Background: an optimization exercise with open tools, aiming at small area, a short achievable clock period and few clock cycles per item. Do not read the settings as production practice.
Function was checked by simulation only, so behaviour that the tests miss may differ from the original.
Power figures rest on the tool's default switching activity, not on a simulated workload.

**design/flow/config.mk**
```make
export PLATFORM = sky130hd
export DESIGN_NAME = pwm_duty_temperature_converter_top
export DESIGN_NICKNAME = pwm_duty_temperature_converter_top
export VERILOG_FILES = /design/flow/design.v
export SDC_FILE = /design/flow/constraint.sdc
export NUM_CORES = 4
export LEC_CHECK = 0
export CAP_MARGIN = 20
export CORE_MARGIN = 2
export CORE_UTILIZATION = 40
export SLEW_MARGIN = 20
```
**design/flow/constraint.sdc**
```tcl
create_clock -name core_clock -period 8.0 [get_ports {clk}]
set_input_delay 1.6000 -clock core_clock [delete_from_list [all_inputs] [get_ports {clk}]]
set_output_delay 1.6000 -clock core_clock [all_outputs]
set_load 0.01 [all_outputs]
```
**design/flow/design.v**
```verilog
`timescale 1ns / 1ps
package pdtc_pkg;
  localparam int COUNT_BITS_DEF = 16;
  localparam int REG_W          = 16;
  localparam int NUM_BP         = 6;
  localparam int Q_DEPTH        = 2;
  localparam int DIV_NW = 29;
  localparam int DIV_DW = 16;
  localparam int T_STEP = 1000;
  localparam int T_MIN  = -2000;
  localparam int T_MAX  = 12000;
  localparam int V_FULL = 5000;
  localparam int TEMP_W = 15;
  localparam int VOLT_W = 13;
  localparam int SEG_W  = 3;
  localparam logic [REG_W-1:0] WIN_RST = 16'd40000;
  typedef logic [NUM_BP-1:0][REG_W-1:0] bp_arr_t;
  localparam bp_arr_t BP_RST = {16'd11312, 16'd20964, 16'd28817,
                                16'd35015, 16'd39705, 16'd43133};
  typedef enum logic [2:0] {
    REG_WINDOW    = 3'd0,
    REG_BREAK_10C = 3'd1,
    REG_BREAK_20C = 3'd2,
    REG_BREAK_30C = 3'd3,
    REG_BREAK_40C = 3'd4,
    REG_BREAK_50C = 3'd5,
    REG_BREAK_60C = 3'd6
  } reg_idx_t;
  typedef enum logic [2:0] {
    B_IDLE,
    B_SEG,
    B_LOAD_T,
    B_WAIT_T,
    B_LOAD_V,
    B_WAIT_V,
    B_DONE
  } back_state_t;
  typedef struct packed {
    logic              push;
    logic [REG_W-1:0]  count;
  } win_push_t;
  typedef struct packed {
    logic              valid;
    logic [REG_W-1:0]  count;
  } win_head_t;
  typedef struct packed {
    logic              start;
    logic [DIV_NW-1:0] dividend;
    logic [DIV_DW-1:0] divisor;
  } div_req_t;
  typedef struct packed {
    logic              done;
    logic [DIV_NW-1:0] quotient;
  } div_rsp_t;
endpackage
`timescale 1ns / 1ps
module pdtc_front
#(
  parameter int COUNT_BITS = pdtc_pkg::COUNT_BITS_DEF
) (
  input  logic                  clk,
  input  logic                  rst_n,
  input  logic                  in_valid,
  output logic                  in_stall,
  input  logic                  in_pin_level,
  input  logic                  q_full,
  input  logic [COUNT_BITS-1:0] win_eff,
  output pdtc_pkg::win_push_t             push
);
  logic [COUNT_BITS-1:0] sc_r, sc_nxt;
  logic [COUNT_BITS-1:0] hc_r, hc_nxt;
  logic [COUNT_BITS-1:0] sc_inc, hc_inc;
  logic                  accept;
  logic                  close;
  assign in_stall = q_full;
  assign accept   = in_valid && !q_full;
  assign sc_inc   = sc_r + 1'b1;
  assign hc_inc   = hc_r + COUNT_BITS'(in_pin_level);
  assign close    = (sc_inc >= win_eff);
  always_comb begin
    sc_nxt     = sc_r;
    hc_nxt     = hc_r;
    push.push  = accept && close;
    push.count = pdtc_pkg::REG_W'(hc_inc);
    if (accept) begin
      if (close) begin
        sc_nxt = '0;
        hc_nxt = '0;
      end else begin
        sc_nxt = sc_inc;
        hc_nxt = hc_inc;
      end
    end
  end
  always_ff @(posedge clk) begin
    if (!rst_n) begin
      sc_r <= '0;
      hc_r <= '0;
    end else begin
      sc_r <= sc_nxt;
      hc_r <= hc_nxt;
    end
  end
endmodule
`timescale 1ns / 1ps
module pdtc_queue
(
  input  logic      clk,
  input  logic      rst_n,
  input  pdtc_pkg::win_push_t push,
  input  logic      pop,
  output logic      full,
  output pdtc_pkg::win_head_t head
);
  localparam int PW = (pdtc_pkg::Q_DEPTH > 1) ? $clog2(pdtc_pkg::Q_DEPTH) : 1;
  localparam int CW = $clog2(pdtc_pkg::Q_DEPTH + 1);
  logic [pdtc_pkg::REG_W-1:0] mem_r [pdtc_pkg::Q_DEPTH];
  logic [PW-1:0]    wp_r, wp_nxt;
  logic [PW-1:0]    rp_r, rp_nxt;
  logic [CW-1:0]    cnt_r, cnt_nxt;
  assign full       = (cnt_r == CW'(pdtc_pkg::Q_DEPTH));
  assign head.valid = (cnt_r != '0);
  assign head.count = mem_r[rp_r];
  always_comb begin
    wp_nxt  = wp_r;
    rp_nxt  = rp_r;
    cnt_nxt = cnt_r;
    if (push.push) begin
      wp_nxt = (wp_r == PW'(pdtc_pkg::Q_DEPTH - 1)) ? '0 : wp_r + 1'b1;
    end
    if (pop) begin
      rp_nxt = (rp_r == PW'(pdtc_pkg::Q_DEPTH - 1)) ? '0 : rp_r + 1'b1;
    end
    case ({push.push, pop})
      2'b10:   cnt_nxt = cnt_r + 1'b1;
      2'b01:   cnt_nxt = cnt_r - 1'b1;
      default: cnt_nxt = cnt_r;
    endcase
  end
  always_ff @(posedge clk) begin
    if (push.push) begin
      mem_r[wp_r] <= push.count;
    end
  end
  always_ff @(posedge clk) begin
    if (!rst_n) begin
      wp_r  <= '0;
      rp_r  <= '0;
      cnt_r <= '0;
    end else begin
      wp_r  <= wp_nxt;
      rp_r  <= rp_nxt;
      cnt_r <= cnt_nxt;
    end
  end
endmodule
`timescale 1ns / 1ps
module pdtc_div
(
  input  logic     clk,
  input  logic     rst_n,
  input  pdtc_pkg::div_req_t req,
  output pdtc_pkg::div_rsp_t rsp
);
  localparam int CW = $clog2(pdtc_pkg::DIV_NW);
  logic              busy_r, busy_nxt;
  logic              done_r, done_nxt;
  logic [CW-1:0]     cnt_r, cnt_nxt;
  logic [pdtc_pkg::DIV_DW-1:0] rem_r, rem_nxt;
  logic [pdtc_pkg::DIV_DW-1:0] dvs_r, dvs_nxt;
  logic [pdtc_pkg::DIV_NW-1:0] quo_r, quo_nxt;
  logic [pdtc_pkg::DIV_DW:0]   rem_sh;
  logic [pdtc_pkg::DIV_DW:0]   diff;
  logic              ge;
  assign rem_sh = {rem_r, quo_r[pdtc_pkg::DIV_NW-1]};
  assign diff   = rem_sh - {1'b0, dvs_r};
  assign ge     = (rem_sh >= {1'b0, dvs_r});
  assign rsp.done     = done_r;
  assign rsp.quotient = quo_r;
  always_comb begin
    busy_nxt = busy_r;
    done_nxt = 1'b0;
    cnt_nxt  = cnt_r;
    rem_nxt  = rem_r;
    dvs_nxt  = dvs_r;
    quo_nxt  = quo_r;
    if (req.start) begin
      busy_nxt = 1'b1;
      cnt_nxt  = CW'(pdtc_pkg::DIV_NW - 1);
      rem_nxt  = '0;
      dvs_nxt  = req.divisor;
      quo_nxt  = req.dividend;
    end else if (busy_r) begin
      rem_nxt = ge ? diff[pdtc_pkg::DIV_DW-1:0] : rem_sh[pdtc_pkg::DIV_DW-1:0];
      quo_nxt = {quo_r[pdtc_pkg::DIV_NW-2:0], ge};
      if (cnt_r == '0) begin
        busy_nxt = 1'b0;
        done_nxt = 1'b1;
      end else begin
        cnt_nxt = cnt_r - 1'b1;
      end
    end
  end
  always_ff @(posedge clk) begin
    if (!rst_n) begin
      busy_r <= 1'b0;
      done_r <= 1'b0;
      cnt_r  <= '0;
    end else begin
      busy_r <= busy_nxt;
      done_r <= done_nxt;
      cnt_r  <= cnt_nxt;
    end
  end
  always_ff @(posedge clk) begin
    rem_r <= rem_nxt;
    dvs_r <= dvs_nxt;
    quo_r <= quo_nxt;
  end
endmodule
`timescale 1ns / 1ps
module pdtc_back
(
  input  logic                     clk,
  input  logic                     rst_n,
  input  pdtc_pkg::win_head_t                head,
  output logic                     pop,
  input  logic [pdtc_pkg::NUM_BP-1:0][pdtc_pkg::REG_W-1:0] bp,
  input  logic [pdtc_pkg::REG_W-1:0]         win16,
  output pdtc_pkg::div_req_t                 div_req,
  input  pdtc_pkg::div_rsp_t                 div_rsp,
  output logic                     out_valid,
  input  logic                     out_stall,
  output logic signed [pdtc_pkg::TEMP_W-1:0] out_temperature_centi,
  output logic [pdtc_pkg::VOLT_W-1:0]        out_voltage_mv,
  output logic [pdtc_pkg::SEG_W-1:0]         out_segment
);
  localparam int TW = pdtc_pkg::DIV_NW + 2;
  pdtc_pkg::back_state_t state_r, state_nxt;
  logic [pdtc_pkg::REG_W-1:0]         h_r, h_nxt;
  logic [pdtc_pkg::SEG_W-1:0]         k_r, k_nxt;
  logic [pdtc_pkg::REG_W-1:0]         mag_r, mag_nxt;
  logic [pdtc_pkg::REG_W-1:0]         ud_r, ud_nxt;
  logic                     neg_r, neg_nxt;
  logic                     dz_r, dz_nxt;
  logic signed [pdtc_pkg::TEMP_W-1:0] temp_r, temp_nxt;
  logic [pdtc_pkg::VOLT_W-1:0]        volt_r, volt_nxt;
  pdtc_pkg::div_req_t                 req_r, req_nxt;
  logic                     ov_r, ov_nxt;
  logic signed [pdtc_pkg::TEMP_W-1:0] ot_r, ot_nxt;
  logic [pdtc_pkg::VOLT_W-1:0]        ovm_r, ovm_nxt;
  logic [pdtc_pkg::SEG_W-1:0]         os_r, os_nxt;
  logic [pdtc_pkg::REG_W-1:0]         bx [pdtc_pkg::NUM_BP+1];
  logic [pdtc_pkg::SEG_W-1:0]         k_sel;
  logic [pdtc_pkg::REG_W:0]           ndiff, ddiff, nneg, dneg;
  logic signed [TW-1:0]     base, q, tw;
  assign out_valid             = ov_r;
  assign out_temperature_centi = ot_r;
  assign out_voltage_mv        = ovm_r;
  assign out_segment           = os_r;
  assign div_req               = req_r;
  always_comb begin
    for (int i = 0; i < pdtc_pkg::NUM_BP; i++) begin
      bx[i] = bp[i];
    end
    bx[pdtc_pkg::NUM_BP] = '0;    
    k_sel = pdtc_pkg::SEG_W'(pdtc_pkg::NUM_BP - 1);
    for (int i = pdtc_pkg::NUM_BP - 2; i >= 0; i--) begin
      if (h_r >= bx[i+1]) k_sel = pdtc_pkg::SEG_W'(i);
    end
    ndiff = {1'b0, bx[k_sel]} - {1'b0, h_r};
    ddiff = {1'b0, bx[k_sel]} - {1'b0, bx[k_sel + 1'b1]};
    nneg  = -ndiff;
    dneg  = -ddiff;
  end
  always_comb begin
    base = TW'(pdtc_pkg::T_STEP * (int'(k_r) + 1));
    q    = signed'({2'b00, div_rsp.quotient});
    if (dz_r)       tw = base;
    else if (neg_r) tw = base - q;
    else            tw = base + q;
  end
  always_comb begin
    state_nxt = state_r;
    pop       = 1'b0;
    h_nxt     = h_r;
    k_nxt     = k_r;
    mag_nxt   = mag_r;
    ud_nxt    = ud_r;
    neg_nxt   = neg_r;
    dz_nxt    = dz_r;
    temp_nxt  = temp_r;
    volt_nxt  = volt_r;
    req_nxt   = req_r;
    req_nxt.start = 1'b0;
    ov_nxt    = ov_r && out_stall;
    ot_nxt    = ot_r;
    ovm_nxt   = ovm_r;
    os_nxt    = os_r;
    case (state_r)
      pdtc_pkg::B_IDLE: begin
        if (head.valid) begin
          pop       = 1'b1;
          h_nxt     = head.count;
          state_nxt = pdtc_pkg::B_SEG;
        end
      end
      pdtc_pkg::B_SEG: begin
        k_nxt     = k_sel;
        mag_nxt   = ndiff[pdtc_pkg::REG_W] ? nneg[pdtc_pkg::REG_W-1:0] : ndiff[pdtc_pkg::REG_W-1:0];
        ud_nxt    = ddiff[pdtc_pkg::REG_W] ? dneg[pdtc_pkg::REG_W-1:0] : ddiff[pdtc_pkg::REG_W-1:0];
        neg_nxt   = ndiff[pdtc_pkg::REG_W] ^ ddiff[pdtc_pkg::REG_W];
        dz_nxt    = (ddiff == '0);
        state_nxt = pdtc_pkg::B_LOAD_T;
      end
      pdtc_pkg::B_LOAD_T: begin
        req_nxt.start    = 1'b1;
        req_nxt.dividend = pdtc_pkg::DIV_NW'(mag_r) * pdtc_pkg::DIV_NW'(pdtc_pkg::T_STEP) + pdtc_pkg::DIV_NW'(ud_r >> 1);
        req_nxt.divisor  = ud_r;
        state_nxt        = pdtc_pkg::B_WAIT_T;
      end
      pdtc_pkg::B_WAIT_T: begin
        if (div_rsp.done) begin
          if (tw < TW'(pdtc_pkg::T_MIN))      temp_nxt = pdtc_pkg::TEMP_W'(pdtc_pkg::T_MIN);
          else if (tw > TW'(pdtc_pkg::T_MAX)) temp_nxt = pdtc_pkg::TEMP_W'(pdtc_pkg::T_MAX);
          else                      temp_nxt = pdtc_pkg::TEMP_W'(tw);
          state_nxt = pdtc_pkg::B_LOAD_V;
        end
      end
      pdtc_pkg::B_LOAD_V: begin
        req_nxt.start    = 1'b1;
        req_nxt.dividend = pdtc_pkg::DIV_NW'(h_r) * pdtc_pkg::DIV_NW'(pdtc_pkg::V_FULL) + pdtc_pkg::DIV_NW'(win16 >> 1);
        req_nxt.divisor  = win16;
        state_nxt        = pdtc_pkg::B_WAIT_V;
      end
      pdtc_pkg::B_WAIT_V: begin
        if (div_rsp.done) begin
          volt_nxt  = (div_rsp.quotient > pdtc_pkg::DIV_NW'(pdtc_pkg::V_FULL)) ? pdtc_pkg::VOLT_W'(pdtc_pkg::V_FULL)
                                                            : div_rsp.quotient[pdtc_pkg::VOLT_W-1:0];
          state_nxt = pdtc_pkg::B_DONE;
        end
      end
      pdtc_pkg::B_DONE: begin
        if (!ov_r || !out_stall) begin
          ov_nxt    = 1'b1;
          ot_nxt    = temp_r;
          ovm_nxt   = volt_r;
          os_nxt    = k_r;
          state_nxt = pdtc_pkg::B_IDLE;
        end
      end
      default: state_nxt = pdtc_pkg::B_IDLE;
    endcase
  end
  always_ff @(posedge clk) begin
    if (!rst_n) begin
      state_r     <= pdtc_pkg::B_IDLE;
      ov_r        <= 1'b0;
      req_r.start <= 1'b0;
    end else begin
      state_r     <= state_nxt;
      ov_r        <= ov_nxt;
      req_r.start <= req_nxt.start;
    end
  end
  always_ff @(posedge clk) begin
    h_r              <= h_nxt;
    k_r              <= k_nxt;
    mag_r            <= mag_nxt;
    ud_r             <= ud_nxt;
    neg_r            <= neg_nxt;
    dz_r             <= dz_nxt;
    temp_r           <= temp_nxt;
    volt_r           <= volt_nxt;
    req_r.dividend   <= req_nxt.dividend;
    req_r.divisor    <= req_nxt.divisor;
    ot_r             <= ot_nxt;
    ovm_r            <= ovm_nxt;
    os_r             <= os_nxt;
  end
endmodule
`timescale 1ns / 1ps
module pwm_duty_temperature_converter_top
#(
  parameter int COUNT_BITS = pdtc_pkg::COUNT_BITS_DEF
) (
  input  logic                     clk,
  input  logic                     rst_n,
  input  logic                     in_valid,
  output logic                     in_stall,
  input  logic                     in_pin_level,
  output logic                     out_valid,
  input  logic                     out_stall,
  output logic signed [pdtc_pkg::TEMP_W-1:0] out_temperature_centi,
  output logic [pdtc_pkg::VOLT_W-1:0]        out_voltage_mv,
  output logic [pdtc_pkg::SEG_W-1:0]         out_segment,
  input  logic                     cfg_valid,
  output logic                     cfg_ready,
  input  logic [2:0]               cfg_index,
  input  logic [pdtc_pkg::REG_W-1:0]         cfg_wdata
);
  localparam logic [32:0] CMAX = (33'd1 << COUNT_BITS) - 33'd1;
  logic [pdtc_pkg::REG_W-1:0]      win_r, win_nxt;
  logic [pdtc_pkg::NUM_BP-1:0][pdtc_pkg::REG_W-1:0] bp_r, bp_nxt;
  logic [32:0]           w33;
  logic [COUNT_BITS-1:0] win_eff;
  logic [pdtc_pkg::REG_W-1:0]      win16;
  pdtc_pkg::win_push_t push;
  pdtc_pkg::win_head_t head;
  logic      q_full;
  logic      pop;
  pdtc_pkg::div_req_t  div_req;
  pdtc_pkg::div_rsp_t  div_rsp;
  assign cfg_ready = 1'b1;
  always_comb begin
    win_nxt = win_r;
    bp_nxt  = bp_r;
    if (cfg_valid) begin
      case (cfg_index)
        pdtc_pkg::REG_WINDOW:    win_nxt   = cfg_wdata;
        pdtc_pkg::REG_BREAK_10C: bp_nxt[0] = cfg_wdata;
        pdtc_pkg::REG_BREAK_20C: bp_nxt[1] = cfg_wdata;
        pdtc_pkg::REG_BREAK_30C: bp_nxt[2] = cfg_wdata;
        pdtc_pkg::REG_BREAK_40C: bp_nxt[3] = cfg_wdata;
        pdtc_pkg::REG_BREAK_50C: bp_nxt[4] = cfg_wdata;
        pdtc_pkg::REG_BREAK_60C: bp_nxt[5] = cfg_wdata;
        default: ;
      endcase
    end
  end
  always_ff @(posedge clk) begin
    if (!rst_n) begin
      win_r <= pdtc_pkg::WIN_RST;
      bp_r  <= pdtc_pkg::BP_RST;
    end else begin
      win_r <= win_nxt;
      bp_r  <= bp_nxt;
    end
  end
  always_comb begin
    w33     = (win_r == '0) ? 33'd1 : 33'(win_r);
    win_eff = COUNT_BITS'((w33 > CMAX) ? CMAX : w33);
    win16   = pdtc_pkg::REG_W'(win_eff);
  end
  pdtc_front #(
    .COUNT_BITS (COUNT_BITS)
  ) u_front (
    .clk          (clk),
    .rst_n        (rst_n),
    .in_valid     (in_valid),
    .in_stall     (in_stall),
    .in_pin_level (in_pin_level),
    .q_full       (q_full),
    .win_eff      (win_eff),
    .push         (push)
  );
  pdtc_queue u_queue (
    .clk   (clk),
    .rst_n (rst_n),
    .push  (push),
    .pop   (pop),
    .full  (q_full),
    .head  (head)
  );
  pdtc_div u_div (
    .clk   (clk),
    .rst_n (rst_n),
    .req   (div_req),
    .rsp   (div_rsp)
  );
  pdtc_back u_back (
    .clk                   (clk),
    .rst_n                 (rst_n),
    .head                  (head),
    .pop                   (pop),
    .bp                    (bp_r),
    .win16                 (win16),
    .div_req               (div_req),
    .div_rsp               (div_rsp),
    .out_valid             (out_valid),
    .out_stall             (out_stall),
    .out_temperature_centi (out_temperature_centi),
    .out_voltage_mv        (out_voltage_mv),
    .out_segment           (out_segment)
  );
endmodule
```
**design/flow/run.sh**
```bash
#!/bin/bash
# synth_recipe.tcl (not shown) runs the flow's synth.tcl, then flattens the netlist and writes it again
# the make line also repeats each setting of config.mk as NAME=value (left out here)
make -C /OpenROAD-flow-scripts/flow DESIGN_CONFIG=/design/flow/config.mk WORK_HOME=/design/flow/orfs CLKGATE_MAP_FILE= SYNTH_SCRIPT=/design/flow/synth_recipe.tcl finish
```
==> results.txt <==
## sequential cells by signal, indices dropped and copies added, names as in the netlist, 13 cells and up
name / flops
bp_r: 96
u_back.req_r: 43
u_queue.mem_r: 32
u_div.quo_r: 29
u_back.h_r: 16
u_back.mag_r: 16
u_back.ud_r: 16
u_div.dvs_r: 16
u_div.rem_r: 16
u_front.hc_r: 16
u_front.sc_r: 16
win_r: 16
u_back.ot_r: 15
u_back.temp_r: 15
u_back.ovm_r: 13
u_back.volt_r: 13
## cell usage after synthesis, types with 11 or more instances
cell	n
nand2_1	391
inv_1	349
ha_1	338
edfxtp_1	231
nor2_1	198
dfxtp_1	176
a21oi_1	134
clkbuf_1	129
o21ai_0	117
xnor2_1	109
fa_1	102
nand3_1	86
nor3_1	86
a21boi_0	79
a21o_1	72
o211ai_1	67
nor2b_1	52
nand4_1	50
xor2_1	46
a31oi_1	43
mux2i_1	42
a211oi_1	40
nand2b_1	38
and3_1	35
mux2_2	31
o21a_1	31
or3_1	31
a22o_1	30
and2_1	25
and4_1	25
nor4_1	24
a22oi_1	22
o31ai_1	21
a221oi_1	17
or2_2	16
o31a_1	14
or4_1	14
a2111oi_0	12
o21bai_1	11
## worst paths after layout
path	start	endpoint	slack [ns]	cells after the start
worst max-delay path	bp_r[39]	u_back.ud_r[15]	0.58	30
worst min-delay path	u_back.volt_r[4]	u_back.ovm_r[4]	0.41	0
worst max register to register	bp_r[39]	u_back.ud_r[15]	0.58	30
worst min register to register	u_back.volt_r[4]	u_back.ovm_r[4]	0.41	0
## power breakdown
group          switching (uW)  leakage [uW]  internal [uW]
registers                82.9       0.00337           2380
logic                    2280        0.0100           1550
clock network             914      0.000707           1180
## through the flow
step                      hold slack (ns)  cells  cell area, um^2  utilization [%]  setup WS (ns)
final                              0.4135   4614            35380            44.64         0.5752
after global routing               0.4159   4614            35380            44.64       0.002935
after CTS                          0.4161   4614            35380            44.64         0.7145
after detailed placement           0.4045   4530            33890            42.76         0.7522
after global placement             0.4010   4530            33890            42.76         0.8364
after floorplan                    0.4003   3517            32120                -         0.5221
## cell families after synthesis
logic type / share of synthesized area [%]
compound gates: 18.07
xor+xnor: 4.227
fa+ha+maj: 19.52
buf+inv: 5.925
flops: 32.57
mux: 2.396
other cells: 0.01168
simple gates: 17.28
## worst register-to-register path, delay by kind of cell, from the launching register on
family          cells  cell delay [ns]
fa+ha+maj           4             1.34
simple gates        8             1.51
buf+inv             4             0.48
compound gates     13             3.44
xor+xnor            1             0.10
flops               1             0.33
## cell type report
type,instances,area share (%)
Inverter,351,3.724
Tap cell,1050,3.713
Multi-Input combinational cell,2611,56.03
Clock inverter,25,0.6719
Timing Repair Buffer,111,2.751
Sequential cell,407,29.57
Clock buffer,59,3.537
## metal layers
layer,routed length [um],part of all wire [%],track usage (%)
met3,4413,4.9,2.556
met1,41000,45,29.66
met5,0,0,0
met2,42740,47,36.46
met4,2707,3.0,6.719
==> flow_summary.json <==
{
  "final_common_cell": "nand2_1",
  "slew_viol_final": 0,
  "grt_use_total_pct": 21.88,
  "clockBufferDepth": 3,
  "postSynthCellCount": 3517,
  "fin_crit_sh_pct": 92.81,
  "fin_nets": 3993,
  "cp_common_cell": "a21o_1",
  "core_mm2": 0.07926,
  "finalWeightedCongestion": 1.001,
  "io_pins": 59,
  "cp_max_fo": 7,
  "routed_via_density": 5.607,
  "fin_setup_tns_ns": 0,
  "clk_latency_ns": 0.61,
  "avgSynthCellArea_um2": 9.133,
  "multi_input_area_mm2": 0.01982,
  "fill_cells": 7743,
  "synth_edf_count": 231,
  "finalHoldViolations": 0,
  "initial_core_util_pct": 40.53,
  "vias": 25870,
  "hold_class": "reg -> reg",
  "drv_cap": 0,
  "cp-end-kind": "flip-flop",
  "htreeDepth": 2,
  "cts_hold_buf": 0,
  "path_buf_inv": 4,
  "setup_viol": 0,
  "p_per_area_mw_per_mm2": 236.8,
  "grt_antenna_before_repair": 1,
  "ys_ff_latch": 407,
  "synth_area_leaders": "edfxtp_1, ha_1, dfxtp_1, fa_1, nand2_1",
  "die_area_mm2": 0.08258,
  "syn_nets": 3982,
  "cp.arrival_ns": 7.77,
  "final_cell_mix": "nand2_1, inv_1, ha_1, edfxtp_1, nor2_1",
  "area_delta_synth_final_pct": 10.15,
  "fp.dieH_um": 287.4,
  "crit_family": "compound AO/OA/AOI/OAI gates",
  "min_period_ns": 7.425,
  "drc": 0,
  "overflow": 0,
  "rows": 103,
  "slowest_stage": "a311oi_1",
  "regArea_mm2": 0.01046,
  "cts_sinks": 407,
  "worstPathRequired_ns": 8.35,
  "grt_pass1_vias": 24640,
  "antennaDiodeCount": 0,
  "dp_hpwl_um": 70680,
  "async_flop_share_pct": 0,
  "worst_pin_slew_ns": 1.076,
  "vdd_ir_drop_max_v": 0.0001540,
  "drtAntennaViolNets": 0,
  "yosysWarnings": 6,
  "power_uw": 8378,
  "ys_seq_area_share_pct": 32.57,
  "rsz0062_at_grt": "no",
  "cts_setup_buffers": 0,
  "path_class": "reg -> reg",
  "fmax_ghz": 0.1347,
  "drt_iter0_drc": 1716,
  "wl_per_cell_um": 19.69,
  "ys_types": 101,
  "grt_max_degree": 97,
  "outcome": "no timing/DRC/antenna violations",
  "synth_top_area_share_pct": 21.60,
  "drive_above_1_share_pct": 6.481,
  "die_w_um": 287.4,
  "cts.clk_slew.worst_paths_ns": 0.07,
  "grt_pass1_wl_um": 142300,
  "drt_wl_total_um": 90870,
  "synth_area_leader_cell": "edfxtp_1",
  "tritoncts": "yes",
  "finalClockSkew_ns": 0.04136,
  "power.leakage_uw": 0.01410,
  "start_kind": "flip-flop",
  "critPathMaxStageDelay_ns": 0.47,
  "first_pass_iters": 6,
  "synth_area_mm2": 0.03212,
  "cts_resized": 0,
  "cts_root_buf": "clkbuf_16",
  "synth_ff_type": "edfxtp_1",
  "cts_buffers": 46,
  "port_buffers": 57,
  "max-slew-margin-rel_pct": 28.25
}
Testbench counts, summed over its fixed seeds: cycles 73,679, windows 1,024.

[what the ideal ports hide]
The flow's constraints put no driver on any port. The routed layout listed below was extracted and timed again, unchanged, in two steps. Step 1 (the two cells are an assumption about what drives the block):
set clk [get_ports {clk}]
set_driving_cell -lib_cell sky130_fd_sc_hd__clkbuf_16 $clk
set_driving_cell -lib_cell sky130_fd_sc_hd__buf_2 [delete_from_list [all_inputs] $clk]
Step 2, shift: input delay + t, output delay - t, t = (earliest + latest rising clock arrival at the registers) / 2. This alone moves slack from input paths to output paths. Slacks: no drivers / after step 1 / after step 2; pairs: no drivers / after step 1.
t, ns: 0.649
slack for setup (ns): 0.575 / 0.575 / 0.575
worst data-port slew with drivers (ns): 0.07
pins driven straight from the clock port: 1
After both steps this run still meets setup and hold. The setup slack of this run moves by 0.000 ns with the drivers and by 0.000 ns with both steps.
